This is an optimization exercise on Yosys and OpenROAD, whose aim is a short achievable clock period and few clock cycles per item, not a production implementation.
Function was not checked in any run shown here: the RTL went through the layout flow alone.
Power figures rest on the tool's default switching activity, not on a simulated workload.

## flow/design.v

```verilog
package tx_pkg;
	localparam int WORD_WIDTH = 32;
	localparam int ADDR_WIDTH = 32;
	localparam int LEN_WIDTH = 8;
	localparam int CSUM_WIDTH = 16;
	localparam int REG_ADDR_WIDTH = 4;
	localparam int DESC_WIDTH = ADDR_WIDTH + LEN_WIDTH;
	localparam int ACC_WIDTH = CSUM_WIDTH + 10;
	typedef logic [WORD_WIDTH-1:0] word_t;
	typedef logic [ADDR_WIDTH-1:0] addr_t;
	typedef logic [LEN_WIDTH-1:0] len_t;
	typedef logic [CSUM_WIDTH-1:0] csum_t;
	typedef logic [DESC_WIDTH-1:0] desc_t;
	typedef logic [REG_ADDR_WIDTH-1:0] reg_addr_t;
	localparam reg_addr_t REG_CTRL = 4'h0;
	localparam reg_addr_t REG_DESC_ADDR = 4'h4;
	localparam reg_addr_t REG_DESC_LEN = 4'h8;
	localparam reg_addr_t REG_STATUS = 4'hC;
	localparam int CTRL_EN_BIT = 0;
	localparam int CTRL_IRQ_EN_BIT = 1;
	localparam int DESC_FIFO_DEPTH = 4;
	localparam int META_FIFO_DEPTH = 4;
	localparam int CSUM_FIFO_DEPTH = 4;
	localparam int DATA_FIFO_DEPTH = 7;
endpackage
`timescale 1ns/1ns
module tx_fifo #(
	parameter int WIDTH = 8,
	parameter int DEPTH = 4
) (
	input wire logic clock,
	input wire logic arst_n_i,
	input wire logic push_i,
	input wire logic [WIDTH-1:0] push_data_i,
	input wire logic pop_i,
	output logic [WIDTH-1:0] head_o,
	output logic empty_o,
	output logic full_o
);
	localparam int PTR_WIDTH = (DEPTH > 1) ? $clog2(DEPTH) : 1;
	localparam int CNT_WIDTH = $clog2(DEPTH + 1);
	logic [WIDTH-1:0] mem [DEPTH];
	logic [PTR_WIDTH-1:0] wr_ptr_q;
	logic [PTR_WIDTH-1:0] rd_ptr_q;
	logic [CNT_WIDTH-1:0] count_q;
	logic head_v_q;
	logic [WIDTH-1:0] head_q;
	logic do_push;
	logic load;
	logic stored;
	logic [PTR_WIDTH-1:0] wr_ptr_next;
	logic [PTR_WIDTH-1:0] rd_ptr_next;
	assign wr_ptr_next = (wr_ptr_q == PTR_WIDTH'(DEPTH - 1)) ? '0 : wr_ptr_q + 1'b1;
	assign rd_ptr_next = (rd_ptr_q == PTR_WIDTH'(DEPTH - 1)) ? '0 : rd_ptr_q + 1'b1;
	assign do_push = push_i && !full_o;
	assign stored = (count_q != '0);
	assign load = (!head_v_q || pop_i) && (stored || do_push);
	always_ff @(posedge clock) begin
		if (do_push)
			mem[wr_ptr_q] <= push_data_i;
	end
	always_ff @(posedge clock) begin
		if (load)
			head_q <= stored ? mem[rd_ptr_q] : push_data_i;
	end
	always_ff @(posedge clock or negedge arst_n_i) begin
		if (!arst_n_i) begin
			wr_ptr_q <= '0;
			rd_ptr_q <= '0;
			count_q <= '0;
			head_v_q <= 1'b0;
			full_o <= 1'b0;
		end else begin
			if (do_push)
				wr_ptr_q <= wr_ptr_next;
			if (load)
				rd_ptr_q <= rd_ptr_next;
			case ({do_push, load})
				2'b10: count_q <= count_q + 1'b1;
				2'b01: count_q <= count_q - 1'b1;
				default: ;
			endcase
			if (load)
				head_v_q <= 1'b1;
			else if (pop_i)
				head_v_q <= 1'b0;
			case ({do_push, load})
				2'b10: full_o <= (count_q == CNT_WIDTH'(DEPTH - 1));
				2'b01: full_o <= 1'b0;
				default: ;
			endcase
		end
	end
	assign head_o = head_q;
	assign empty_o = !head_v_q;
endmodule
`timescale 1ns/1ns
module tx_mmr (
	input wire logic clock,
	input wire logic arst_n_i,
	input wire logic reg_wr_en_i,
	input tx_pkg::reg_addr_t reg_addr_i,
	input tx_pkg::word_t reg_wr_data_i,
	input wire logic desc_full_i,
	input wire logic frame_done_i,
	output tx_pkg::word_t reg_rd_data_o,
	output logic enable_o,
	output logic disable_o,
	output logic desc_push_o,
	output tx_pkg::desc_t desc_o,
	output logic channel_irq_o
);
	logic enable_q;
	logic irq_en_q;
	tx_pkg::addr_t desc_addr_q;
	logic pending_q;
	logic [7:0] frame_cnt_q;
	logic wr_ctrl;
	logic wr_addr;
	logic wr_len;
	logic wr_status;
	logic pending_d;
	logic irq_en_d;
	assign wr_ctrl = reg_wr_en_i && (reg_addr_i == tx_pkg::REG_CTRL);
	assign wr_addr = reg_wr_en_i && (reg_addr_i == tx_pkg::REG_DESC_ADDR);
	assign wr_len = reg_wr_en_i && (reg_addr_i == tx_pkg::REG_DESC_LEN);
	assign wr_status = reg_wr_en_i && (reg_addr_i == tx_pkg::REG_STATUS);
	assign pending_d = frame_done_i || (pending_q && !(wr_status && reg_wr_data_i[0]));
	assign irq_en_d = wr_ctrl ? reg_wr_data_i[tx_pkg::CTRL_IRQ_EN_BIT] : irq_en_q;
	always_ff @(posedge clock or negedge arst_n_i) begin
		if (!arst_n_i) begin
			enable_q <= 1'b0;
			irq_en_q <= 1'b0;
			desc_addr_q <= '0;
			pending_q <= 1'b0;
			frame_cnt_q <= '0;
		end else begin
			if (wr_ctrl)
				enable_q <= reg_wr_data_i[tx_pkg::CTRL_EN_BIT];
			irq_en_q <= irq_en_d;
			if (wr_addr)
				desc_addr_q <= reg_wr_data_i;
			if (frame_done_i)
				frame_cnt_q <= frame_cnt_q + 8'd1;
			pending_q <= pending_d;
		end
	end
	assign desc_push_o = wr_len && !desc_full_i;
	assign desc_o = {desc_addr_q, reg_wr_data_i[tx_pkg::LEN_WIDTH-1:0]};
	tx_pkg::word_t rd_ctrl;
	tx_pkg::word_t rd_status;
	always_comb begin
		rd_ctrl = '0;
		rd_ctrl[tx_pkg::CTRL_EN_BIT] = enable_q;
		rd_ctrl[tx_pkg::CTRL_IRQ_EN_BIT] = irq_en_q;
		rd_status = '0;
		rd_status[0] = pending_q;
		rd_status[15:8] = frame_cnt_q;
		rd_status[16] = desc_full_i;
	end
	for (genvar i = 0; i < tx_pkg::WORD_WIDTH; i++) begin : g_rd
		tx_rdbit #(
			.HAS_CTRL(i == tx_pkg::CTRL_EN_BIT || i == tx_pkg::CTRL_IRQ_EN_BIT),
			.HAS_STATUS(i == 0 || (i >= 8 && i <= 16))
		) rd_bit (
			.addr_i(reg_addr_i),
			.ctrl_i(rd_ctrl[i]), .desc_addr_i(desc_addr_q[i]), .status_i(rd_status[i]),
			.rd_o(reg_rd_data_o[i])
		);
	end
	assign enable_o = enable_q;
	assign disable_o = wr_ctrl && !reg_wr_data_i[tx_pkg::CTRL_EN_BIT];
	assign channel_irq_o = pending_q && irq_en_q;
endmodule
module tx_rdbit #(
	parameter bit HAS_CTRL = 1'b0,
	parameter bit HAS_STATUS = 1'b0
) (
	input tx_pkg::reg_addr_t addr_i,
	input wire logic ctrl_i,
	input wire logic desc_addr_i,
	input wire logic status_i,
	output logic rd_o
);
	if (HAS_STATUS && !HAS_CTRL) begin : g_two
		logic low_zero;
		logic sel_n;
		logic val_n;
		tx_nor2 low_nor (.a(addr_i[1]), .b(addr_i[0]), .y(low_zero));
		tx_nand2 sel_nand (.a(addr_i[2]), .b(low_zero), .y(sel_n));
		tx_mux2i val_mux (.s(addr_i[3]), .a0(desc_addr_i), .a1(status_i), .y(val_n));
		tx_nor2 out_nor (.a(sel_n), .b(val_n), .y(rd_o));
	end else begin : g_any
		assign rd_o = (HAS_CTRL && addr_i == tx_pkg::REG_CTRL && ctrl_i)
			|| (addr_i == tx_pkg::REG_DESC_ADDR && desc_addr_i)
			|| (HAS_STATUS && addr_i == tx_pkg::REG_STATUS && status_i);
	end
endmodule
module tx_nor2 (
	input wire logic a,
	input wire logic b,
	output logic y
);
	assign y = !(a || b);
endmodule
module tx_nand2 (
	input wire logic a,
	input wire logic b,
	output logic y
);
	assign y = !(a && b);
endmodule
module tx_mux2i (
	input wire logic s,
	input wire logic a0,
	input wire logic a1,
	output logic y
);
	assign y = !(s ? a1 : a0);
endmodule
`timescale 1ns/1ns
module tx_ctrl (
	input wire logic clock,
	input wire logic arst_n_i,
	input wire logic enable_i,
	input wire logic disable_i,
	input wire logic desc_empty_i,
	input tx_pkg::desc_t desc_i,
	input wire logic meta_pop_i,
	input wire logic data_pop_i,
	input wire logic csum_pop_i,
	input tx_pkg::word_t mem_rd_data_i,
	output logic desc_pop_o,
	output logic meta_push_o,
	output tx_pkg::len_t meta_len_o,
	output logic mem_rd_en_o,
	output tx_pkg::addr_t mem_addr_o,
	output logic word_valid_o,
	output tx_pkg::word_t word_o,
	output logic sof_o,
	output logic eof_o
);
	localparam int META_CAP = tx_pkg::META_FIFO_DEPTH + 1;
	localparam int CSUM_CAP = tx_pkg::CSUM_FIFO_DEPTH + 1;
	localparam int DATA_CAP = tx_pkg::DATA_FIFO_DEPTH + 1;
	localparam int META_CW = $clog2(META_CAP + 1);
	localparam int CSUM_CW = $clog2(CSUM_CAP + 1);
	localparam int DATA_CW = $clog2(DATA_CAP + 1);
	tx_pkg::addr_t addr_q;
	tx_pkg::len_t rem_q;
	logic act_q;
	logic first_q;
	logic rd_en_q;
	logic ret_v_q;
	logic ret_sof_q;
	logic ret_eof_q;
	logic [META_CW-1:0] meta_used_q;
	logic [CSUM_CW-1:0] csum_used_q;
	logic [DATA_CW-1:0] data_used_q;
	tx_pkg::addr_t desc_addr;
	tx_pkg::len_t desc_len;
	logic last;
	logic free;
	logic load;
	logic act_d;
	logic rd_en_d;
	logic room;
	assign desc_addr = desc_i[tx_pkg::DESC_WIDTH-1:tx_pkg::LEN_WIDTH];
	assign desc_len = desc_i[tx_pkg::LEN_WIDTH-1:0];
	assign last = (rem_q == '0);
	assign free = !act_q || (rd_en_q && last);
	assign load = free && !desc_empty_i
		&& (meta_used_q != META_CW'(META_CAP)) && (csum_used_q != CSUM_CW'(CSUM_CAP));
	assign act_d = load || (act_q && !(rd_en_q && last));
	assign room = (data_used_q < DATA_CW'(DATA_CAP - 1))
		|| ((data_used_q == DATA_CW'(DATA_CAP - 1)) && !rd_en_q);
	assign rd_en_d = act_d && enable_i && !disable_i && room;
	always_ff @(posedge clock or negedge arst_n_i) begin
		if (!arst_n_i) begin
			act_q <= 1'b0;
			rd_en_q <= 1'b0;
			ret_v_q <= 1'b0;
			ret_sof_q <= 1'b0;
			ret_eof_q <= 1'b0;
			meta_used_q <= '0;
			csum_used_q <= '0;
			data_used_q <= '0;
			rem_q <= '0;
			first_q <= 1'b0;
		end else begin
			act_q <= act_d;
			rd_en_q <= rd_en_d;
			if (load) begin
				rem_q <= desc_len - 1'b1;
				first_q <= 1'b1;
			end else if (rd_en_q) begin
				rem_q <= rem_q - 1'b1;
				first_q <= 1'b0;
			end
			ret_v_q <= rd_en_q;
			ret_sof_q <= rd_en_q && first_q;
			ret_eof_q <= rd_en_q && last;
			case ({load, meta_pop_i})
				2'b10: meta_used_q <= meta_used_q + 1'b1;
				2'b01: meta_used_q <= meta_used_q - 1'b1;
				default: ;
			endcase
			case ({load, csum_pop_i})
				2'b10: csum_used_q <= csum_used_q + 1'b1;
				2'b01: csum_used_q <= csum_used_q - 1'b1;
				default: ;
			endcase
			case ({rd_en_q, data_pop_i})
				2'b10: data_used_q <= data_used_q + 1'b1;
				2'b01: data_used_q <= data_used_q - 1'b1;
				default: ;
			endcase
		end
	end
	always_ff @(posedge clock) begin
		if (load)
			addr_q <= desc_addr;
		else if (rd_en_q)
			addr_q <= addr_q + 32'd4;
	end
	assign desc_pop_o = load;
	assign meta_push_o = load;
	assign meta_len_o = desc_len;
	assign mem_rd_en_o = rd_en_q;
	assign mem_addr_o = addr_q;
	assign word_valid_o = ret_v_q;
	assign sof_o = ret_sof_q;
	assign eof_o = ret_eof_q;
	assign word_o = mem_rd_data_i;
endmodule
`timescale 1ns/1ns
module tx_csum (
	input wire logic clock,
	input wire logic arst_n_i,
	input wire logic word_valid_i,
	input tx_pkg::word_t word_i,
	input wire logic sof_i,
	input wire logic eof_i,
	output logic csum_push_o,
	output tx_pkg::csum_t csum_o
);
	localparam int CW = tx_pkg::CSUM_WIDTH;
	localparam int AW = CW + 2;
	localparam int FW = CW + 1;
	logic [AW-1:0] acc_q;
	logic [AW-1:0] base;
	logic [AW-1:0] acc_d;
	logic [FW-1:0] fold;
	tx_pkg::csum_t sum;
	assign base = sof_i ? '0 : acc_q;
	assign acc_d = AW'(base[CW-1:0]) + AW'(base[AW-1:CW])
		+ AW'(word_i[CW-1:0]) + AW'(word_i[tx_pkg::WORD_WIDTH-1:CW]);
	always_ff @(posedge clock) begin
		if (word_valid_i)
			acc_q <= acc_d;
	end
	assign csum_push_o = word_valid_i && eof_i;
	assign fold = FW'(acc_d[CW-1:0]) + FW'(acc_d[AW-1:CW]);
	assign sum = fold[CW] ? CW'(fold[1:0] + 2'd1) : fold[CW-1:0];
	assign csum_o = ~sum;
endmodule
`timescale 1ns/1ns
module tx_core (
	input wire logic clock,
	input wire logic arst_n_i,
	input wire logic reg_wr_en_i,
	input tx_pkg::reg_addr_t reg_addr_i,
	input tx_pkg::word_t reg_wr_data_i,
	output tx_pkg::word_t reg_rd_data_o,
	output logic mem_rd_en_o,
	output tx_pkg::addr_t mem_addr_o,
	input tx_pkg::word_t mem_rd_data_i,
	input wire logic meta_rd_en_i,
	output tx_pkg::len_t meta_data_o,
	output logic meta_empty_o,
	input wire logic data_rd_en_i,
	output tx_pkg::word_t data_o,
	output logic data_empty_o,
	input wire logic csum_rd_en_i,
	output tx_pkg::csum_t csum_o,
	output logic csum_empty_o,
	output logic channel_irq_o
);
	logic enable;
	logic disable_now;
	logic desc_push;
	tx_pkg::desc_t desc_in;
	logic desc_pop;
	tx_pkg::desc_t desc_head;
	logic desc_empty;
	logic desc_full;
	logic desc_avail;
	tx_pkg::desc_t desc_next;
	logic desc_store;
	logic meta_push;
	tx_pkg::len_t meta_len;
	logic word_valid;
	tx_pkg::word_t word;
	logic sof;
	logic eof;
	logic csum_push;
	tx_pkg::csum_t csum_val;
	logic frame_done;
	logic meta_pop;
	logic data_pop;
	logic csum_pop;
	assign frame_done = csum_push;
	assign meta_pop = meta_rd_en_i && !meta_empty_o;
	assign data_pop = data_rd_en_i && !data_empty_o;
	assign csum_pop = csum_rd_en_i && !csum_empty_o;
	tx_mmr tx_mmr_0 (
		.clock, .arst_n_i,
		.reg_wr_en_i, .reg_addr_i, .reg_wr_data_i, .reg_rd_data_o,
		.desc_full_i(desc_full), .frame_done_i(frame_done),
		.enable_o(enable), .disable_o(disable_now), .desc_push_o(desc_push), .desc_o(desc_in),
		.channel_irq_o
	);
	tx_ctrl tx_ctrl_0 (
		.clock, .arst_n_i,
		.enable_i(enable), .disable_i(disable_now), .desc_empty_i(!desc_avail), .desc_i(desc_next),
		.meta_pop_i(meta_pop), .data_pop_i(data_pop), .csum_pop_i(csum_pop),
		.mem_rd_data_i,
		.desc_pop_o(desc_pop), .meta_push_o(meta_push), .meta_len_o(meta_len),
		.mem_rd_en_o, .mem_addr_o,
		.word_valid_o(word_valid), .word_o(word), .sof_o(sof), .eof_o(eof)
	);
	tx_csum tx_csum_0 (
		.clock, .arst_n_i,
		.word_valid_i(word_valid), .word_i(word), .sof_i(sof), .eof_i(eof),
		.csum_push_o(csum_push), .csum_o(csum_val)
	);
	assign desc_avail = !desc_empty || desc_push;
	assign desc_next = desc_empty ? desc_in : desc_head;
	assign desc_store = desc_push && !(desc_empty && desc_pop);
	tx_fifo #(.WIDTH(tx_pkg::DESC_WIDTH), .DEPTH(tx_pkg::DESC_FIFO_DEPTH)) desc_fifo (
		.clock, .arst_n_i,
		.push_i(desc_store), .push_data_i(desc_in), .pop_i(desc_pop),
		.head_o(desc_head), .empty_o(desc_empty), .full_o(desc_full)
	);
	tx_fifo #(.WIDTH(tx_pkg::LEN_WIDTH), .DEPTH(tx_pkg::META_FIFO_DEPTH)) meta_fifo (
		.clock, .arst_n_i,
		.push_i(meta_push), .push_data_i(meta_len), .pop_i(meta_rd_en_i),
		.head_o(meta_data_o), .empty_o(meta_empty_o), .full_o()
	);
	tx_fifo #(.WIDTH(tx_pkg::WORD_WIDTH), .DEPTH(tx_pkg::DATA_FIFO_DEPTH)) data_fifo (
		.clock, .arst_n_i,
		.push_i(word_valid), .push_data_i(word), .pop_i(data_rd_en_i),
		.head_o(data_o), .empty_o(data_empty_o), .full_o()
	);
	tx_fifo #(.WIDTH(tx_pkg::CSUM_WIDTH), .DEPTH(tx_pkg::CSUM_FIFO_DEPTH)) csum_fifo (
		.clock, .arst_n_i,
		.push_i(csum_push), .push_data_i(csum_val), .pop_i(csum_rd_en_i),
		.head_o(csum_o), .empty_o(csum_empty_o), .full_o()
	);
endmodule
```

## flow/flow/run.sh

```bash
#!/bin/bash
# The standard layout, with the register read port's pins placed as one group
set -uo pipefail
here=$(pwd)
bash standard.sh PRE_IO_PLACEMENT_TCL="$here/flow/pre_io.tcl" > "$here/standard.log" 2>&1
status=$?
tail -5 "$here/standard.log"
exit $status
```

## flow/flow/pre_io.tcl

```tcl
# Keep the register read port together: the address pins in the middle
# of the read data pins, so the read mux sits in one small area
set_io_pin_constraint -group -order -pin_names {reg_rd_data_o[0] reg_rd_data_o[1] reg_rd_data_o[2] reg_rd_data_o[3] reg_rd_data_o[4] reg_rd_data_o[5] reg_rd_data_o[6] reg_rd_data_o[7] reg_rd_data_o[8] reg_rd_data_o[9] reg_rd_data_o[10] reg_rd_data_o[11] reg_rd_data_o[12] reg_rd_data_o[13] reg_rd_data_o[14] reg_rd_data_o[15] reg_addr_i[0] reg_addr_i[1] reg_addr_i[2] reg_addr_i[3] reg_rd_data_o[16] reg_rd_data_o[17] reg_rd_data_o[18] reg_rd_data_o[19] reg_rd_data_o[20] reg_rd_data_o[21] reg_rd_data_o[22] reg_rd_data_o[23] reg_rd_data_o[24] reg_rd_data_o[25] reg_rd_data_o[26] reg_rd_data_o[27] reg_rd_data_o[28] reg_rd_data_o[29] reg_rd_data_o[30] reg_rd_data_o[31]}
```

## flow/standard.sh

```bash
#!/bin/bash
# synth_recipe.tcl (not shown) runs the flow's synth.tcl, then flattens the netlist and writes it again
# the make line also repeats each setting of config.mk as NAME=value (left out here)
make -C /OpenROAD-flow-scripts/flow DESIGN_CONFIG=/design/flow/config.mk WORK_HOME=/design/flow/orfs CLKGATE_MAP_FILE= SYNTH_SCRIPT=/design/flow/synth_recipe.tcl "${@:-finish}"
```

## flow/config.mk

```make
export PLATFORM = sky130hd
export DESIGN_NAME = tx_core
export DESIGN_NICKNAME = tx_core
export VERILOG_FILES = /design/flow/design.v
export SDC_FILE = /design/flow/constraint.sdc
export NUM_CORES = 4
export LEC_CHECK = 0
export CAP_MARGIN = 20
export CORE_MARGIN = 2
export CORE_UTILIZATION = 60
export SETUP_SLACK_MARGIN = 5
export SLEW_MARGIN = 20
export SYNTH_HIERARCHICAL = 1
export SYNTH_MINIMUM_KEEP_SIZE = 0
export TNS_END_PERCENT = 100
```

## flow/constraint.sdc

```tcl
create_clock -name core_clock -period 9.0 [get_ports {clock}]
set_input_delay 1.8000 -clock core_clock [delete_from_list [all_inputs] [get_ports {clock}]]
set_output_delay 1.8000 -clock core_clock [all_outputs]
set_load 0.01 [all_outputs]
```

==> reports/qor.yml, run 1 <==
wl_per_cell_um: 25.9
status: "complete, no violations"
drc: 0
clk_latency_ps: 620
p_int_mw: 9.52
chipWidth_um: 241
place_congestion: 0.887
p_clk_frac: 0.219
fin_util: 0.750
numClockSinks: 731
grt_pass1_wl_um: 121000
grt-ovfl-total: 0
cts_root_buf: "clkbuf_16"
fillers: 3333
drt-vias-per-instance: 6.03
tightest_slew_ps: 950
cts_tree: "yes"
relSlewSlack: 0.367
fmax_ghz: 0.161
first_iter_violations: 1568
ff_latch_area_um2: 21400
first_global_vias: 19700
crit_slowest_cell: "fa_1"
crit_type: "in -> reg"
setup_viol: 0
worstPathArrival_ps: 6580
hp-start: "tx_ctrl_0.meta_used_q[2]$_DFFE_PN0P_"
core-area_um2: 55300
dieArea_um2: 58100
antenna_found_initial: 1
synth_area_um2: 33700
ant_nets: 0
path_max_fanout: 5
io_pins: 199
layout-drive-gt1-share: 0.354
p_switching_mw: 4.96
floorplan.initialDensity: 0.610
synth_cells: 2062
nNetsFinal: 2573
portBuffers: 198
die_height_um: 241
rows: 86
power.leakage_nw: 15.1
cp.required_ps: 9360
comb_power_share: 0.425
dp_hpwl_um: 45600
startpoint_type: "primary input"
finalHoldViolCount: 0
drv_slew: 0
firstDrtPassIters: 5
r2r_start: "tx_ctrl_0.ret_sof_q$_DFF_PN0_"
cts_max_level: 3
numCtsBuffers: 76
hold_buffers: 0
grt_max_degree: 67
rsz0062_at_grt: "yes"
cap_violations: 0
synthToLayoutAreaGrowth_pct: 23.0
finalClockSkew_ps: 24.5
finalWirelength_um: 83400
multi_input_area_um2: 12300
p_total_mw: 14.5
crit_buf_inv: 4
peakVddDrop_mv: 0.254
hold_path_class: "reg -> reg"
crit_path_max_incr_delay_ps: 590
synth_area_per_cell_um2: 16.4
rrSetupSlack_ps: 3100
crit_path_frequent_cell: "fa_2"
crit_chain: "buf_12 > inv_4 > fa_1 > fa_2 > inv_2 > ha_4 > inv_2 > fa_2 > nor2b_4 > o311ai_4 > a21oi_2 > o41ai_2 > nor2b_1 > o21ai_2 > nor2b_4 > fa_2 > nor3_4 > nand4_4 > nor4b_4 > nand4_4 > mux2i_4 > mux2_4"
whs_ps: 464
period_share: 0.691
period_needed_ps: 6220
synth_fp_nets: 2227
yosysWarnings: 13
path_delay_family: "adder cells"
grt_usage: 0.282
num_vias: 19400
cellPowerDensity_nw_per_um2: 349
startpoint: "mem_rd_data_i[1]"
seqPwrFrac: 0.356
antenna_cells: 0
cts.clk_slew.worst_paths_ps: 60
tns_ps: 0
cp-end-kind: "flip-flop"
switching_share: 0.343
cts_buffer_depth: 3
## cell type report
cell class,count,share of cell area
well taps,748,0.0226
flip-flops and latches,731,0.517
clock buffers,91,0.0487
repair inverters,4,0.00139
clock inverters,46,0.0116
inverters,74,0.00751
repair buffers,386,0.0954
multi-input cells,1135,0.296
## worst paths after layout
kind / end / cells after the start
max: csum_fifo.head_q[1]$_DFFE_PP_ / 22
min: tx_ctrl_0.meta_used_q[2]$_DFFE_PN0P_ / 1
max reg2reg: csum_fifo.head_q[1]$_DFFE_PP_ / 21
min reg2reg: tx_ctrl_0.meta_used_q[2]$_DFFE_PN0P_ / 1
max in group asynchronous: csum_fifo.rd_ptr_q[0]$_DFFE_PN0P_ / 2
min in group asynchronous: tx_mmr_0.desc_addr_q[18]$_DFFE_PN0P_ / 1
## flip-flops by register name, summed over array words and instances (netlist names), 16 cells and up
signal                count
data_fifo.mem           224
csum_fifo.head_q         16
tx_mmr_0.desc_addr_q     32
tx_ctrl_0.addr_q         32
data_fifo.head_q         32
desc_fifo.mem           160
csum_fifo.mem            64
desc_fifo.head_q         40
meta_fifo.mem            32
tx_csum_0.acc_q          18
## power groups by stage
stage	sequential, mW	clock [mW]	combinational (mW)
6_report	5.15	3.18	6.15
5_1_grt	5.22	3.35	6.53
4_1_cts	5.15	3.21	5.43
3_3_place_gp	5.19	0	4.39
2_1_floorplan	5.00	0	3.22
3_5_place_dp	5.21	0	4.49
## routing by layer
layer | wire length (um) | up-vias | GRT usage | share of wire
met3 | 4910 | 135 | 0.0482 | 0.059
met2 | 43100 | 687 | 0.489 | 0.52
met1 | 32900 | 10000 | 0.367 | 0.40
met4 | 2440 | 0 | 0.0864 | 0.029
met5 | 0 | - | 0 | 0
li1 | - | 8521 | - | -
## cell usage in the layout (no fill, tap or decap), types with 68 or more instances in the layout
cell type / count
buf_4: 105
buf_6: 74
clkbuf_16: 82
clkdlybuf4s50_1: 132
dfrtp_1: 98
edfxtp_1: 626
mux2_2: 83
mux2_4: 104
mux4_2: 88
nand2_1: 68
nand2b_1: 78
nor2_1: 86
## through the flow
| step | cell area [um^2] | worst slack (ps) | std cells |
|---|---|---|---|
| final | 41500 | 2780 | 3215 |
| after global routing | 41500 | 2630 | 3215 |
| after CTS | 40300 | 2970 | 3157 |
| after detailed placement | 36300 | 1200 | 2909 |
| after global placement | 36300 | 1270 | 2909 |
| after floorplan | 34100 | 2380 | 2062 |
## repair_timing
action,CTS,global route
gates cloned,14,8
gates resized for setup,464,156
setup endpoints to repair,454,403
buffers inserted,97,50
hold endpoints to repair,0,0
pin swaps,72,77
==> run 2: changes to the inputs <==
--- a/flow/design.v
+++ b/flow/design.v
@@ -347,18 +347,27 @@
 	localparam int CW = tx_pkg::CSUM_WIDTH;
-	localparam int AW = CW + 2;
-	localparam int FW = CW + 1;
-	logic [AW-1:0] acc_q;
-	logic [AW-1:0] base;
-	logic [AW-1:0] acc_d;
-	logic [FW-1:0] fold;
+	localparam int AW = CW + 1;
+	localparam int TW = CW + 2;
+	logic [AW-1:0] lo_q;
+	logic [AW-1:0] hi_q;
+	logic [AW-1:0] lo_base;
+	logic [AW-1:0] hi_base;
+	logic [TW-1:0] total;
+	logic [AW-1:0] fold;
 	tx_pkg::csum_t sum;
-	assign base = sof_i ? '0 : acc_q;
-	assign acc_d = AW'(base[CW-1:0]) + AW'(base[AW-1:CW])
-		+ AW'(word_i[CW-1:0]) + AW'(word_i[tx_pkg::WORD_WIDTH-1:CW]);
+	assign lo_base = sof_i ? '0 : lo_q;
+	assign hi_base = sof_i ? '0 : hi_q;
 	always_ff @(posedge clock) begin
-		if (word_valid_i)
-			acc_q <= acc_d;
+		if (word_valid_i) begin
+			lo_q <= AW'(lo_base[CW-1:0]) + AW'(word_i[CW-1:0]) + AW'(lo_base[CW]);
+			hi_q <= AW'(hi_base[CW-1:0]) + AW'(word_i[tx_pkg::WORD_WIDTH-1:CW]) + AW'(hi_base[CW]);
+		end
 	end
-	assign csum_push_o = word_valid_i && eof_i;
-	assign fold = FW'(acc_d[CW-1:0]) + FW'(acc_d[AW-1:CW]);
+	always_ff @(posedge clock or negedge arst_n_i) begin
+		if (!arst_n_i)
+			csum_push_o <= 1'b0;
+		else
+			csum_push_o <= word_valid_i && eof_i;
+	end
+	assign total = TW'(lo_q[CW-1:0]) + TW'(hi_q[CW-1:0]) + TW'(lo_q[CW]) + TW'(hi_q[CW]);
+	assign fold = AW'(total[CW-1:0]) + AW'(total[TW-1:CW]);
 	assign sum = fold[CW] ? CW'(fold[1:0] + 2'd1) : fold[CW-1:0];
==> reports/qor.yml, run 2 <==
status: "complete, no violations"
cp-end-kind: "flip-flop"
antenna_found_initial: 6
synth_cells: 2230
fmax_ghz: 0.201
cp.required_ps: 9360
numClockSinks: 748
cts_max_level: 3
synth_fp_nets: 2413
path_delay_family: "adder cells"
drt-vias-per-instance: 6.03
layout-drive-gt1-share: 0.301
place_inst: 3090
period_needed_ps: 4990
floorplan.initialDensity: 0.608
power.leakage_nw: 15.5
cts_tree: "yes"
fillers: 3591
whs_path_depth: 1
startpoint_type: "flip-flop"
grt_usage: 0.263
portBuffers: 198
dp_hpwl_um: 48200
firstDrtPassIters: 5
drc: 0
finalClockSkew_ps: 17.9
grt-ovfl-total: 0
ant_nets: 0
fin_util: 0.736
cts_root_buf: "clkbuf_16"
cellPowerDensity_nw_per_um2: 304
place_congestion: 0.844
die_height_um: 246
grt_pass1_wl_um: 120000
synth_area_per_cell_um2: 15.8
cts.clk_slew.worst_paths_ps: 60
worstPathArrival_ps: 5350
finalNonFillerCells: 3361
crit_slowest_cell: "fa_1"
crit_buf_inv: 1
finalHoldViolCount: 0
numCtsBuffers: 78
hold_path_class: "reg -> reg"
hold_path_end: "tx_ctrl_0.meta_used_q[2]$_DFFE_PN0P_"
hold_buffers: 0
ff_latch_area_um2: 21900
io_pins: 199
reg_top3: "data_fifo.mem: 224 flops, desc_fifo.mem: 160 flops, csum_fifo.mem: 64 flops"
multi_input_area_um2: 13000
tns_ps: 0
crit_type: "reg -> reg"
setup_viol: 0
rrSetupSlack_ps: 4010
peakVddDrop_mv: 0.189
relSlewSlack: 0.251
period_share: 0.554
nNetsFinal: 2715
path_max_fanout: 4
reg2reg_depth: 20
core-area_um2: 57800
rows: 88
layout_commonest_cell: "edfxtp_1"
synth_area_um2: 35100
chipWidth_um: 246
first_global_vias: 20500
p_total_mw: 12.9
first_iter_violations: 1481
r2r_start: "tx_csum_0.lo_q[0]$_DFFE_PP_"
cap_violations: 0
pre_cts_ws_ps: 2770
dieArea_um2: 60500
num_vias: 20300
final_cell_mix: "642 x edfxtp_1, 146 x clkdlybuf4s50_1, 104 x mux2_4, 100 x dfrtp_1, 98 x nor2_1"
crit_chain: "fa_1 > ha_2 > inv_2 > fa_2 > nor2b_4 > o221a_4 > o221ai_4 > a21o_1 > a21oi_2 > o21ai_2 > o311ai_4 > ha_2 > fa_2 > and2_4 > nand4_1 > nor4_2 > and4_4 > nand3_4 > o22a_1 > mux2_4"
wl_per_cell_um: 24.4
r2r_end: "csum_fifo.head_q[2]$_DFFE_PP_"
crit_path_max_incr_delay_ps: 560
tightest_slew_ps: 1120
rsz0062_at_grt: "yes"
fin_ws_ps: 4010
drv_slew: 0
largest_reg_flops: 224
synthToLayoutAreaGrowth_pct: 21.0
finalWirelength_um: 82100
clk_latency_ps: 610
cts_buffer_depth: 3
grt_max_degree: 67
hp-start: "tx_ctrl_0.meta_used_q[2]$_DFFE_PN0P_"
max_flop_register: "data_fifo.mem"
yosysWarnings: 13
startpoint: "tx_csum_0.lo_q[0]$_DFFE_PP_"
==> run 2: what timing repair did <==
item | CTS | global route
buffers inserted | 69 | 32
gates cloned | 9 | 16
pin swaps | 57 | 65
setup endpoints to repair | 454 | 429
resized for setup | 319 | 141
==> run 2: report_power, final <==
| part | total, mW | switching (mW) | internal (mW) |
|---|---|---|---|
| sequential | 5.17 | 0.540 | 4.63 |
| combinational | 4.54 | 2.28 | 2.26 |
| clock | 3.23 | 1.32 | 1.90 |
==> run 2: how the worst max path moves through the flow <==
| stage | cells past startpoint | end |
|---|---|---|
| after global routing | 20 | csum_fifo.head_q[2]$_DFFE_PP_ |
| after global placement | 18 | meta_fifo.count_q[2]$_DFFE_PN0P_ |
| final | 20 | csum_fifo.head_q[2]$_DFFE_PP_ |
| after CTS | 20 | csum_fifo.head_q[2]$_DFFE_PP_ |
| after detailed placement | 18 | meta_fifo.count_q[2]$_DFFE_PN0P_ |
| after floorplan | 18 | desc_fifo.count_q[2]$_DFFE_PN0P_ |
==> run 2: area by class of cell <==
type                    count  area share
flip-flops and latches    748       0.516
multi-input cells        1301       0.305
repair buffers            347      0.0891
clock buffers             109      0.0505
well taps                 765      0.0225
clock inverters            34     0.00936
inverters                  50     0.00544
repair inverters            6     0.00206
diodes                      1   0.0000588
==> run 2: worst register-to-register path, delay by kind of cell, from the launching register on <==
family / cells / cell delay, ps
flip-flops: 1 / 420
multiplexers: 1 / 250
adder cells (fa/ha/maj): 5 / 1560
buffers and inverters: 1 / 40
AO/OA/AOI/OAI: 7 / 1390
AND/OR/NAND/NOR: 6 / 1090
==> run 2: stage by stage <==
step	area (um^2)	hold slack (ps)
6_report	42500	461
5_1_grt	42500	485
3_5_place_dp	37700	452
4_1_cts	41400	463
2_1_floorplan	35500	428
3_3_place_gp	37700	436
==> run 2: layer usage <==
metal,global-route usage,part of all wire
met3,0.0592,0.067
met5,0,0.00061
met2,0.432,0.50
met4,0.0870,0.033
met1,0.349,0.40
==> run 3: changes to the inputs <==
--- a/flow/design.v
+++ b/flow/design.v
@@ -347,29 +347,38 @@
 	localparam int CW = tx_pkg::CSUM_WIDTH;
-	localparam int AW = CW + 1;
-	localparam int TW = CW + 2;
-	logic [AW-1:0] lo_q;
-	logic [AW-1:0] hi_q;
-	logic [AW-1:0] lo_base;
-	logic [AW-1:0] hi_base;
-	logic [TW-1:0] total;
-	logic [AW-1:0] fold;
-	tx_pkg::csum_t sum;
-	assign lo_base = sof_i ? '0 : lo_q;
-	assign hi_base = sof_i ? '0 : hi_q;
+	localparam int HW = CW + 1;
+	logic [HW-1:0] half_sum;
+	tx_pkg::csum_t word_sum;
+	tx_pkg::csum_t word_q;
+	logic word_v_q;
+	logic word_sof_q;
+	logic word_eof_q;
+	tx_pkg::csum_t acc_q;
+	tx_pkg::csum_t base;
+	logic [HW-1:0] run_sum;
+	tx_pkg::csum_t acc_d;
+	assign half_sum = HW'(word_i[CW-1:0]) + HW'(word_i[tx_pkg::WORD_WIDTH-1:CW]);
+	assign word_sum = half_sum[CW-1:0] + CW'(half_sum[CW]);
 	always_ff @(posedge clock) begin
-		if (word_valid_i) begin
-			lo_q <= AW'(lo_base[CW-1:0]) + AW'(word_i[CW-1:0]) + AW'(lo_base[CW]);
-			hi_q <= AW'(hi_base[CW-1:0]) + AW'(word_i[tx_pkg::WORD_WIDTH-1:CW]) + AW'(hi_base[CW]);
-		end
+		word_q <= word_sum;
 	end
 	always_ff @(posedge clock or negedge arst_n_i) begin
-		if (!arst_n_i)
-			csum_push_o <= 1'b0;
-		else
-			csum_push_o <= word_valid_i && eof_i;
+		if (!arst_n_i) begin
+			word_v_q <= 1'b0;
+			word_sof_q <= 1'b0;
+			word_eof_q <= 1'b0;
+		end else begin
+			word_v_q <= word_valid_i;
+			word_sof_q <= word_valid_i && sof_i;
+			word_eof_q <= word_valid_i && eof_i;
+		end
+	end
+	assign base = word_sof_q ? '0 : acc_q;
+	assign run_sum = HW'(base) + HW'(word_q);
+	assign acc_d = run_sum[CW-1:0] + CW'(run_sum[CW]);
+	always_ff @(posedge clock) begin
+		if (word_v_q)
+			acc_q <= acc_d;
 	end
-	assign total = TW'(lo_q[CW-1:0]) + TW'(hi_q[CW-1:0]) + TW'(lo_q[CW]) + TW'(hi_q[CW]);
-	assign fold = AW'(total[CW-1:0]) + AW'(total[TW-1:CW]);
-	assign sum = fold[CW] ? CW'(fold[1:0] + 2'd1) : fold[CW-1:0];
-	assign csum_o = ~sum;
+	assign csum_push_o = word_v_q && word_eof_q;
+	assign csum_o = ~acc_d;
 endmodule
==> reports/qor.yml, run 3 <==
dp_hpwl_um: 46500
cts.clk_slew.worst_paths_ps: 60
period_needed_ps: 4510
dr_wl_met2_um: 40500
drv_slew: 0
rows: 87
synthToLayoutAreaGrowth_pct: 21.3
drc: 0
chipWidth_um: 243
period_share: 0.501
cts_tree: "yes"
ant_nets: 0
finalWirelength_um: 77600
crit_type: "in -> out"
drt-vias-per-instance: 5.91
finalClockSkew_ps: 14.2
grt_pass1_wl_um: 118000
synth_area_per_cell_um2: 16.2
synth_area_um2: 34300
hold_path_class: "reg -> reg"
num_vias: 19200
numClockSinks: 748
crit_slowest_cell: "a2111oi_4"
layout_commonest_cell: "edfxtp_1"
portBuffers: 198
cp.required_ps: 7200
antenna_found_initial: 2
numCtsBuffers: 77
first_global_vias: 19900
crit_chain: "buf_8 > buf_12 > mux2i_4 > a2111oi_4 > buf_4"
rsz0062_at_grt: "yes"
cap_violations: 0
synth_cells: 2118
grt-ovfl-total: 0
synth_fp_nets: 2268
max_flop_register: "data_fifo.mem"
cts_buffer_depth: 3
setup_viol: 0
whs_ps: 464
worstPathArrival_ps: 2710
peakVddDrop_mv: 0.183
status: "complete, no violations"
tns_ps: 0
crit_path_max_incr_delay_ps: 300
cts_max_level: 3
dieArea_um2: 59000
grt_max_degree: 73
clk_latency_ps: 620
nNetsFinal: 2577
relSlewSlack: 0.338
die_height_um: 243
p_total_mw: 12.0
wl_met3_um: 4130
met1Wirelength_um: 30400
grt_usage: 0.263
firstDrtPassIters: 5
startpoint_type: "primary input"
tightest_slew_ps: 989
cellPowerDensity_nw_per_um2: 289
floorplan.initialDensity: 0.607
fin_util: 0.737
reg_top3: "data_fifo.mem: 224 flops, desc_fifo.mem: 160 flops, csum_fifo.mem: 64 flops"
place_congestion: 0.863
cp-end-kind: "output pin"
path_max_fanout: 6
layout-drive-gt1-share: 0.326
fmax_ghz: 0.222
largest_reg_flops: 224
first_iter_violations: 1195
io_pins: 199
core-area_um2: 56400
cts_root_buf: "clkbuf_16"
finalHoldViolCount: 0
yosysWarnings: 13
topRoutingLayerUsed: "met5"
wl_per_cell_um: 23.9
final_cell_mix: "624 x edfxtp_1, 130 x clkdlybuf4s50_1, 107 x mux2_4, 106 x buf_4, 103 x nor2_1"
power.leakage_nw: 15.1
==> run 3: what timing repair did <==
action / 4_1_cts / 5_1_grt
hold buffers: 0 / 0
gates cloned: 12 / 5
gates resized for setup: 417 / 150
pin swaps: 59 / 53
setup endpoints to repair: 467 / 278
buffers inserted: 58 / 52
==> run 3: worst paths after layout <==
check / from / to / slack (ps) / cells after the start
setup / recovery: reg_addr_i[2] / reg_rd_data_o[0] / 4490 / 5
setup reg to reg: tx_csum_0.word_sof_q$_DFF_PN0_ / csum_fifo.head_q[14]$_DFFE_PP_ / 4820 / 19
max in group asynchronous: arst_n_i / csum_fifo.rd_ptr_q[0]$_DFFE_PN0P_ / 6310 / 2
hold / removal: tx_ctrl_0.meta_used_q[2]$_DFFE_PN0P_ / tx_ctrl_0.meta_used_q[2]$_DFFE_PN0P_ / 460 / 1
hold reg to reg: tx_ctrl_0.meta_used_q[2]$_DFFE_PN0P_ / tx_ctrl_0.meta_used_q[2]$_DFFE_PN0P_ / 460 / 1
min in group asynchronous: arst_n_i / tx_mmr_0.desc_addr_q[26]$_DFFE_PN0P_ / 1210 / 1
==> run 3: routing by layer <==
layer	up-vias	global-route usage
met5	-	0
met4	2	0.0982
li1	8696	-
met3	128	0.0433
met1	9831	0.331
met2	559	0.459
==> run 3: area by class of cell <==
cell class | instances | area (um^2)
antenna | 2 | 5.00
timing repair inverter | 2 | 32.5
multi-input combinational | 1199 | 12500
tap | 756 | 946
timing repair buffer | 353 | 3590
inverter | 46 | 204
sequential | 748 | 21800
clock inverter | 34 | 313
clock buffer | 109 | 2210
fill | 3593 | 14800
==> run 3: worst max-delay path: cells and delay by family <==
family	cells	cell delay (ps)
buf+inv	3	420
compound gates	1	300
mux	1	190
==> run 3: per-stage QoR <==
stage               std cells  setup slack (ps)  area, um^2
detailed placement       2976              2540       36700
global placement         2976              2720       36700
global route             3248              4450       41500
finish                   3249              4490       41500
CTS                      3189              4420       40600
floorplan                2118              4080       34500
==> run 3: where the power goes <==
group / internal [mW] / switching, mW
clock network: 1.86 / 1.30
registers: 4.54 / 0.499
logic: 1.96 / 1.85
==> run 4: changes to the inputs <==
==> flow/flow/run.sh (replaced) <==
#!/bin/bash
# The standard layout, with the register read port's pins placed as one group
set -uo pipefail
here=$(pwd)
bash standard.sh PRE_IO_PLACEMENT_TCL="$here/flow/pre_io.tcl" SETUP_MOVE_SEQUENCE=unbuffer,sizeup,swap,clone > "$here/standard.log" 2>&1
status=$?
tail -5 "$here/standard.log"
exit $status
--- a/flow/config.mk
+++ b/flow/config.mk
@@ -7,3 +7,3 @@
 export LEC_CHECK = 0
-export CAP_MARGIN = 20
+export CAP_MARGIN = 0
 export CORE_MARGIN = 2
@@ -11,3 +11,3 @@
 export SETUP_SLACK_MARGIN = 5
-export SLEW_MARGIN = 20
+export SLEW_MARGIN = 0
 export SYNTH_HIERARCHICAL = 1
==> reports/qor.yml, run 4 <==
cts_max_level: 3
r2r_end: "csum_fifo.head_q[15]$_DFFE_PP_"
cp.required_ps: 9530
clk_latency_ps: 620
largest_reg_flops: 224
fin_util: 0.723
numCtsBuffers: 77
finalWirelength_um: 76700
whs_ps: 463
peakVddDrop_mv: 0.176
grt-ovfl-total: 0
dp_hpwl_um: 46600
synth_area_per_cell_um2: 16.2
fillers: 3694
crit_buf_inv: 3
io_pins: 199
grt_usage: 0.266
portBuffers: 198
cellPowerDensity_nw_per_um2: 286
synth_area_um2: 34300
place_inst: 2976
worstPathArrival_ps: 5170
place_congestion: 0.863
layout_commonest_cell: "edfxtp_1"
reg_top3: "data_fifo.mem: 224 flops, desc_fifo.mem: 160 flops, csum_fifo.mem: 64 flops"
tightest_slew_ps: 1250
first_global_vias: 19800
finalNonFillerCells: 3150
p_total_mw: 11.7
max_flop_register: "data_fifo.mem"
first_iter_violations: 1286
relSlewSlack: 0.166
num_vias: 19000
path_max_fanout: 8
core-area_um2: 56400
rows: 87
cts_root_buf: "clkbuf_16"
dieArea_um2: 59000
cts_buffer_depth: 3
whs_path_depth: 1
nNetsFinal: 2477
grt_pass1_wl_um: 119000
synth_cells: 2118
crit_type: "in -> reg"
path_delay_family: "simple AND/OR/NAND/NOR gates"
dpl_cell_area_um2: 36700
cap_violations: 0
pre_cts_ws_ps: 2580
period_share: 0.515
cts_tree: "yes"
wl_per_cell_um: 24.4
drv_slew: 0
synth_fp_nets: 2268
cp-end-kind: "flip-flop"
status: "complete, no violations"
tns_ps: 0
chipWidth_um: 243
ant_nets: 0
synthToLayoutAreaGrowth_pct: 19.1
drt-vias-per-instance: 6.03
setup_viol: 0
final_cell_mix: "624 x edfxtp_1, 134 x clkdlybuf4s50_1, 106 x mux2_4, 102 x dfrtp_1"
numClockSinks: 748
floorplan.initialDensity: 0.607
drc: 0
crit_slowest_cell: "nor3_4"
final_area_um2: 40800
crit_path_max_incr_delay_ps: 480
fmax_ghz: 0.216
r2r_start: "tx_csum_0.word_sof_q$_DFF_PN0_"
power.leakage_nw: 14.6
yosysWarnings: 13
layout-drive-gt1-share: 0.295
grt_max_degree: 73
finalClockSkew_ps: 27.5
hp-start: "tx_ctrl_0.meta_used_q[2]$_DFFE_PN0P_"
finalHoldViolCount: 0
crit_chain: "clkdlybuf4s15_2 > nor3b_4 > nand2_2 > nor3_4 > nor2b_4 > nor3_4 > nand2_8 > clkinv_16 > and2b_4 > inv_8 > a21oi_4 > ha_4 > xor2_2 > ha_4 > a21oi_2 > mux2i_1 > xnor2_1"
firstDrtPassIters: 5
cts.clk_slew.worst_paths_ps: 60
reg2reg_depth: 18
rrSetupSlack_ps: 4500
rsz0062_at_grt: "yes"
period_needed_ps: 4640
antenna_found_initial: 4
fin_ws_ps: 4360
startpoint_type: "primary input"
die_height_um: 243
cts_setup_buffers: 0
hold_path_class: "reg -> reg"
hold_path_end: "tx_ctrl_0.meta_used_q[2]$_DFFE_PN0P_"
## run 4: layer usage
layer / global-route usage / share of wire
met1: 0.346 / 0.40
met2: 0.452 / 0.51
met3: 0.0438 / 0.058
met4: 0.103 / 0.036
met5: 0 / 0.00017
## run 4: how the worst max path moves through the flow
stage,from,endpoint,cells after the start
2_1_floorplan,reg_wr_en_i,desc_fifo.count_q[1]$_DFFE_PN0P_,16
3_3_place_gp,reg_addr_i[1],meta_fifo.count_q[2]$_DFFE_PN0P_,18
3_5_place_dp,reg_addr_i[1],meta_fifo.count_q[2]$_DFFE_PN0P_,18
4_1_cts,reg_addr_i[0],meta_fifo.count_q[2]$_DFFE_PN0P_,18
5_1_grt,reg_addr_i[0],meta_fifo.count_q[2]$_DFFE_PN0P_,18
6_report,reg_wr_en_i,meta_fifo.count_q[2]$_DFFE_PN0P_,17
## run 4: where the power goes
part / switching (mW) / internal (mW)
registers: 0.494 / 4.54
logic: 1.79 / 1.73
clock network: 1.28 / 1.84
total: 3.57 / 8.10
## run 4: area by class of cell
cell class              instances  area, um^2  share of cell area
flip-flops and latches        748       21800               0.534
repair buffers                246        2760              0.0677
clock buffers                 120        2280              0.0560
multi-input cells            1204       12500               0.307
repair inverters                4        65.1             0.00160
well taps                     756         946              0.0232
diodes                          4        10.0            0.000245
inverters                      46         211             0.00518
clock inverters                22         209             0.00512
## run 4: what timing repair did
| action | 4_1_cts | 5_1_grt |
|---|---|---|
| resized for setup | 410 | 83 |
| hold buffers | 0 | 0 |
| pin swaps | 61 | 46 |
| cloned | 26 | 2 |
| endpoints found under the setup margin | 467 | 375 |
==> run 5: changes to the inputs <==
--- a/flow/design.v
+++ b/flow/design.v
@@ -414,5 +414,2 @@
 	logic desc_full;
-	logic desc_avail;
-	tx_pkg::desc_t desc_next;
-	logic desc_store;
 	logic meta_push;
@@ -442,3 +439,3 @@
 		.clock, .arst_n_i,
-		.enable_i(enable), .disable_i(disable_now), .desc_empty_i(!desc_avail), .desc_i(desc_next),
+		.enable_i(enable), .disable_i(disable_now), .desc_empty_i(desc_empty), .desc_i(desc_head),
 		.meta_pop_i(meta_pop), .data_pop_i(data_pop), .csum_pop_i(csum_pop),
@@ -454,8 +451,5 @@
 	);
-	assign desc_avail = !desc_empty || desc_push;
-	assign desc_next = desc_empty ? desc_in : desc_head;
-	assign desc_store = desc_push && !(desc_empty && desc_pop);
 	tx_fifo #(.WIDTH(tx_pkg::DESC_WIDTH), .DEPTH(tx_pkg::DESC_FIFO_DEPTH)) desc_fifo (
 		.clock, .arst_n_i,
-		.push_i(desc_store), .push_data_i(desc_in), .pop_i(desc_pop),
+		.push_i(desc_push), .push_data_i(desc_in), .pop_i(desc_pop),
 		.head_o(desc_head), .empty_o(desc_empty), .full_o(desc_full)
==> flow/flow/run.sh (replaced) <==
#!/bin/bash
# The standard layout, with two changes for the register read port:
# its pins are placed as one group, and after placement each address
# input is driven straight from its (upsized) input buffer. Timing
# repair then only sizes and swaps cells, without inserting buffers.
set -uo pipefail
here=$(pwd)
bash standard.sh \
	PRE_IO_PLACEMENT_TCL="$here/flow/pre_io.tcl" \
	POST_RESIZE_TCL="$here/flow/fixaddr.tcl" \
	SETUP_MOVE_SEQUENCE=unbuffer,sizeup,swap \
	> "$here/standard.log" 2>&1
status=$?
tail -5 "$here/standard.log"
exit $status
==> flow/flow/fixaddr.tcl (new file) <==
# Drive each register-address input straight from its input buffer:
# remove the buffers between that buffer and the read mux, then give the
# input buffer the strongest size
proc my_fix_addr_nets {} {
  set block [ord::get_db_block]
  foreach port [get_ports reg_addr_i*] {
    set pnet [$block findNet [get_full_name $port]]
    set inbuf ""
    foreach it [$pnet getITerms] {
      if {[$it isInputSignal]} { set inbuf [$it getInst] }
    }
    if {$inbuf eq ""} { continue }
    set todo {}
    foreach it [$inbuf getITerms] {
      if {[$it isOutputSignal]} { set onet [$it getNet] }
    }
    set front [list $onet]
    while {[llength $front]} {
      set n [lindex $front 0]
      set front [lrange $front 1 end]
      foreach it [$n getITerms] {
        if {![$it isInputSignal]} { continue }
        set inst [$it getInst]
        set m [[$inst getMaster] getName]
        if {[string match "sky130_fd_sc_hd__buf_*" $m] || [string match "sky130_fd_sc_hd__clkbuf_*" $m]} {
          lappend todo [$inst getName]
          foreach ot [$inst getITerms] {
            if {[$ot isOutputSignal]} { lappend front [$ot getNet] }
          }
        }
      }
    }
    puts "addr net [get_full_name $port]: input buffer [$inbuf getName], removing [llength $todo] buffers"
    if {[llength $todo]} { remove_buffers [get_cells $todo] }
    replace_cell [get_cells [$inbuf getName]] sky130_fd_sc_hd__buf_16
  }
}

my_fix_addr_nets
--- a/flow/config.mk
+++ b/flow/config.mk
@@ -7,3 +7,3 @@
 export LEC_CHECK = 0
-export CAP_MARGIN = 0
+export CAP_MARGIN = 20
 export CORE_MARGIN = 2
@@ -11,3 +11,3 @@
 export SETUP_SLACK_MARGIN = 5
-export SLEW_MARGIN = 0
+export SLEW_MARGIN = 20
 export SYNTH_HIERARCHICAL = 1
==> reports/qor.yml, run 5 <==
finalHoldViolCount: 0
crit_type: "in -> out"
synth_cells: 2074
antenna_found_initial: 4
first_global_vias: 18600
path_max_fanout: 37
core-area_um2: 55100
fin_ws_ps: 4570
final_cell_mix: "624 x edfxtp_1, 134 x clkdlybuf4s50_1, 100 x dfrtp_1, 88 x mux4_2, 85 x nand2_1"
peakVddDrop_mv: 0.171
r2r_end: "csum_fifo.head_q[15]$_DFFE_PP_"
final_area_um2: 39100
hold_path_class: "reg -> reg"
drc: 0
wl_per_cell_um: 23.4
num_vias: 18200
firstDrtPassIters: 5
r2r_start: "tx_csum_0.word_sof_q$_DFF_PN0_"
nNetsFinal: 2408
hold_buffers: 0
chipWidth_um: 240
tns_ps: 0
rows: 86
place_inst: 2924
synthToLayoutAreaGrowth_pct: 16.8
largest_reg_flops: 224
startpoint_type: "primary input"
drt-vias-per-instance: 5.93
crit_slowest_cell: "a2111oi_4"
cts_setup_buffers: 0
cp.required_ps: 7200
cts_root_buf: "clkbuf_16"
grt_pass1_wl_um: 110000
finalClockSkew_ps: 22.5
clk_latency_ps: 620
finalWirelength_um: 71900
synth_area_per_cell_um2: 16.1
cellPowerDensity_nw_per_um2: 283
crit_buf_inv: 2
grt-ovfl-total: 0
setup_viol: 0
pre_cts_ws_ps: 3400
grt_max_degree: 67
floorplan.initialDensity: 0.608
finalNonFillerCells: 3071
hp-start: "tx_ctrl_0.ret_sof_q$_DFF_PN0_"
status: "complete, no violations"
first_iter_violations: 1233
portBuffers: 198
max_flop_register: "data_fifo.mem"
layout-drive-gt1-share: 0.271
rrSetupSlack_ps: 4600
rsz0062_at_grt: "yes"
numClockSinks: 748
cts_buffer_depth: 3
ant_nets: 0
relSlewSlack: 0.306
power.leakage_nw: 13.9
crit_path_max_incr_delay_ps: 320
cts_max_level: 3
io_pins: 199
numCtsBuffers: 79
cp-end-kind: "output pin"
dieArea_um2: 57700
synth_fp_nets: 2224
worstPathArrival_ps: 2630
period_needed_ps: 4430
dpl_cell_area_um2: 36000
dp_hpwl_um: 44600
tightest_slew_ps: 1040
yosysWarnings: 13
whs_path_depth: 1
layout_commonest_cell: "edfxtp_1"
drv_slew: 0
path_delay_family: "buffers and inverters"
hold_path_end: "tx_csum_0.word_sof_q$_DFF_PN0_"
crit_chain: "buf_16 > mux2i_1 > a2111oi_4 > buf_2"
reg_top3: "data_fifo.mem: 224 flops, desc_fifo.mem: 160 flops, csum_fifo.mem: 64 flops"
cap_violations: 0
fmax_ghz: 0.226
synth_area_um2: 33500
grt_usage: 0.254
period_share: 0.492
die_height_um: 240
cts_tree: "yes"
cts.clk_slew.worst_paths_ps: 60
reg2reg_depth: 18
place_congestion: 0.849
==> run 5: cell types whose count changed in the layout (fill, tap and decap cells not counted), sizes merged, moves of 4 or more <==
cell | previous run | this run
clkbuf | 127 | 117
clkinv | 21 | 25
buf | 84 | 76
mux2 | 186 | 145
clkdlybuf4s15 | 8 | 0
xnor2 | 66 | 57
nand2 | 86 | 91
nor4 | 9 | 13
xor2 | 48 | 58
bufbuf | 11 | 0
nor2 | 114 | 118
==> run 5: worst max path at each step <==
stage / start / endpoint / cells past startpoint
4_1_cts: tx_csum_0.word_sof_q$_DFF_PN0_ / csum_fifo.head_q[14]$_DFFE_PP_ / 18
6_report: reg_addr_i[2] / reg_rd_data_o[0] / 4
2_1_floorplan: mem_rd_data_i[16] / tx_csum_0.word_q[14]$_DFF_P_ / 17
5_1_grt: tx_csum_0.word_sof_q$_DFF_PN0_ / csum_fifo.head_q[14]$_DFFE_PP_ / 18
3_5_place_dp: mem_rd_data_i[0] / tx_csum_0.word_q[14]$_DFF_P_ / 17
3_3_place_gp: reg_addr_i[3] / desc_fifo.count_q[2]$_DFFE_PN0P_ / 12
==> run 5: layer usage <==
metal / global-route usage / routed length [um] / vias up
li1: - / - / 8257
met1: 0.339 / 29900 / 9315
met2: 0.429 / 36100 / 534
met3: 0.0478 / 4400 / 96
met4: 0.0772 / 1500 / 4
met5: 0 / 30 / -
==> run 5: layout make-up <==
cell class | count | area [um^2]
Timing Repair Buffer | 222 | 2020
Tap cell | 748 | 936
Clock inverter | 37 | 327
Sequential cell | 748 | 21800
Clock buffer | 108 | 2190
Antenna cell | 1 | 2.50
Inverter | 43 | 173
Fill cell | 3663 | 16000
Multi-Input combinational cell | 1164 | 11700
==> run 5: metrics by stage <==
step	hold slack (ps)	power, mW	utilization
final	456	11.1	0.710
after global routing	458	11.6	0.710
after CTS	451	11.1	0.705
after detailed placement	443	7.76	0.653
after global placement	435	7.67	0.652
after floorplan	405	6.83	-
==> run 5: where the power goes <==
part | internal [mW] | switching, mW
Combinational | 1.44 | 1.56
Sequential | 4.47 | 0.434
Clock | 1.85 | 1.31
Total | 7.76 | 3.30
==> run 5: what timing repair did <==
| item | 4_1_cts | 5_1_grt |
|---|---|---|
| endpoints found under the setup margin | 168 | 131 |
| gates cloned | 0 | 0 |
| gates resized for setup | 286 | 129 |
| pin swaps | 37 | 53 |
==> run 6: changes to the inputs <==
--- a/flow/flow/run.sh
+++ b/flow/flow/run.sh
@@ -10,3 +10,3 @@
 	POST_RESIZE_TCL="$here/flow/fixaddr.tcl" \
-	SETUP_MOVE_SEQUENCE=unbuffer,sizeup,swap \
+	SETUP_MOVE_SEQUENCE=unbuffer,sizeup,swap,clone \
 	> "$here/standard.log" 2>&1
==> reports/qor.yml, run 6 <==
grt_pass1_wl_um: 113000
clk_latency_ps: 620
drv_slew: 0
synth_area_per_cell_um2: 16.1
num_vias: 18600
rrSetupSlack_ps: 4590
relSlewSlack: 0.299
r2r_start: "tx_csum_0.word_sof_q$_DFF_PN0_"
hold_buffers: 0
reg2reg_depth: 18
nNetsFinal: 2434
cp-end-kind: "flip-flop"
tns_ps: 0
p_int_mw: 7.79
seqPwrFrac: 0.442
layout_commonest_cell: "edfxtp_1"
finalWirelength_um: 75000
path_max_fanout: 16
p_clk_frac: 0.284
floorplan.initialDensity: 0.608
reg_top3: "data_fifo.mem: 224 flops, desc_fifo.mem: 160 flops, csum_fifo.mem: 64 flops"
crit_slowest_cell: "dfrtp_2"
grt-ovfl-total: 0
comb_power_share: 0.274
r2r_end: "csum_fifo.head_q[15]$_DFFE_PP_"
yosysWarnings: 13
synth_cells: 2074
switching_share: 0.299
finalHoldViolCount: 0
hp-start: "tx_ctrl_0.ret_sof_q$_DFF_PN0_"
core-area_um2: 55100
crit_chain: "nor2b_1 > ha_2 > fa_2 > a21o_1 > a221oi_4 > o41ai_4 > o311a_4 > o21ai_2 > a21oi_2 > o21ai_1 > nand2b_1 > ha_4 > nand3_4 > nor3_4 > and2_1 > and4_4 > xor3_2 > mux2_4"
numClockSinks: 748
final_area_um2: 39800
chipWidth_um: 240
power.leakage_nw: 14.2
crit_type: "reg -> reg"
peakVddDrop_mv: 0.171
firstDrtPassIters: 4
finalNonFillerCells: 3097
dp_hpwl_um: 44600
startpoint_type: "flip-flop"
cellPowerDensity_nw_per_um2: 279
grt_usage: 0.262
hold_path_end: "tx_csum_0.word_sof_q$_DFF_PN0_"
p_switching_mw: 3.32
place_congestion: 0.849
io_pins: 199
portBuffers: 198
place_inst: 2924
fin_util: 0.722
die_height_um: 240
p_total_mw: 11.1
status: "complete, no violations"
final_cell_mix: "624 x edfxtp_1, 135 x clkdlybuf4s50_1, 100 x dfrtp_1, 88 x mux4_2, 85 x clkbuf_16"
antenna_found_initial: 3
whs_path_depth: 1
cts_root_buf: "clkbuf_16"
numCtsBuffers: 79
fmax_ghz: 0.227
cts_max_level: 3
pre_cts_ws_ps: 3400
first_iter_violations: 1290
whs_ps: 456
wl_per_cell_um: 24.2
tightest_slew_ps: 1050
synth_area_um2: 33500
fin_ws_ps: 4590
crit_path_max_incr_delay_ps: 550
drc: 0
first_global_vias: 19000
synth_fp_nets: 2224
period_needed_ps: 4410
cts_buffer_depth: 3
max_flop_register: "data_fifo.mem"
synthToLayoutAreaGrowth_pct: 18.9
grt_max_degree: 67
cts_tree: "yes"
dieArea_um2: 57700
dpl_cell_area_um2: 36000
layout-drive-gt1-share: 0.282
cts.clk_slew.worst_paths_ps: 60
drt-vias-per-instance: 5.99
ff_latch_area_um2: 21800
cp.required_ps: 9360
worstPathArrival_ps: 4770
rsz0062_at_grt: "yes"
hold_path_class: "reg -> reg"
setup_viol: 0
ant_nets: 0
cap_violations: 0
rows: 86
fillers: 3529
finalClockSkew_ps: 23.2
period_share: 0.490
multi_input_area_um2: 11800
largest_reg_flops: 224
[run 6: final cells by class]
| class | count | share of cell area |
|---|---|---|
| diodes | 1 | 0.0000629 |
| clock buffers | 108 | 0.0550 |
| clock inverters | 37 | 0.00821 |
| inverters | 43 | 0.00424 |
| multi-input cells | 1168 | 0.295 |
| flip-flops and latches | 748 | 0.547 |
| well taps | 748 | 0.0235 |
| repair buffers | 244 | 0.0663 |
[run 6: worst max-delay path: cells and delay by family (launching register included)]
family / cells / cell delay, ps
flops: 1 / 550
simple gates: 6 / 830
fa+ha+maj: 3 / 810
xor+xnor: 1 / 280
compound gates: 7 / 1400
mux: 1 / 290
[run 6: power groups by stage]
stage	Clock [mW]	Combinational, mW	Sequential, mW
floorplan	0	2.05	4.79
global placement	0	2.71	4.96
detailed placement	0	2.79	4.97
CTS	3.21	3.01	4.91
global route	3.35	3.32	4.96
finish	3.16	3.05	4.91
[run 6: layer usage]
layer / track usage / part of all wire
met5: 0 / 0.00036
met4: 0.0894 / 0.026
met3: 0.0447 / 0.056
met2: 0.440 / 0.50
met1: 0.350 / 0.41
[run 6: how the worst max path moves through the flow]
stage                                   start                          endpoint  slack, ps  depth (start not counted)
2_1_floorplan               mem_rd_data_i[16]      tx_csum_0.word_q[14]$_DFF_P_       4350                         17
3_3_place_gp                    reg_addr_i[3]  desc_fifo.count_q[2]$_DFFE_PN0P_       3220                         12
3_5_place_dp                 mem_rd_data_i[0]      tx_csum_0.word_q[14]$_DFF_P_       3400                         17
4_1_cts        tx_csum_0.word_sof_q$_DFF_PN0_    csum_fifo.head_q[14]$_DFFE_PP_       4480                         18
5_1_grt        tx_csum_0.word_sof_q$_DFF_PN0_    csum_fifo.head_q[14]$_DFFE_PP_       4390                         18
6_report       tx_csum_0.word_sof_q$_DFF_PN0_    csum_fifo.head_q[15]$_DFFE_PP_       4590                         18
[run 6: what timing repair did]
item	in CTS	in global routing
endpoints found under the setup margin	168	201
pin swaps	65	53
hold endpoints to repair	0	0
buffers inserted	0	0
cloned	22	4
gates resized for setup	309	120

[static timing again, ports no longer ideal]
The flow's constraints put no driver on any port. The routed layouts listed below were extracted and timed again, unchanged, in two steps.
Step 1 assumes that a clkbuf_16 drives the clock port and a buf_2 every other input.
Step 2 adds t to the input delays and takes it off the output delays; t is the mean of the earliest and latest rising clock arrival at the registers after step 1. Input paths then give back, and output paths get back, about the clock's delay inside the block.
Slacks: ideal / step 1 / step 2; pairs: ideal / step 1.
run | shift t [ns] | slack for setup (ns) | cell pins on the clock port's net
run 1 | 0.669 | 2.778 / 2.755 / 2.085 | 1
run 2 | 0.670 | 4.013 / 4.013 / 3.969 | 1
run 3 | 0.675 | 4.494 / 4.454 / 4.207 | 1
run 4 | 0.665 | 4.362 / 4.384 / 3.718 | 1
run 5 | 0.673 | 4.571 / 4.508 / 3.991 | 1
run 6 | 0.671 | 4.590 / 4.237 / 4.039 | 1
After both steps setup and hold are still met in every run listed. The setup slack of run 1, which loses most, moves by -0.023 ns with the drivers and by -0.693 ns with both steps.
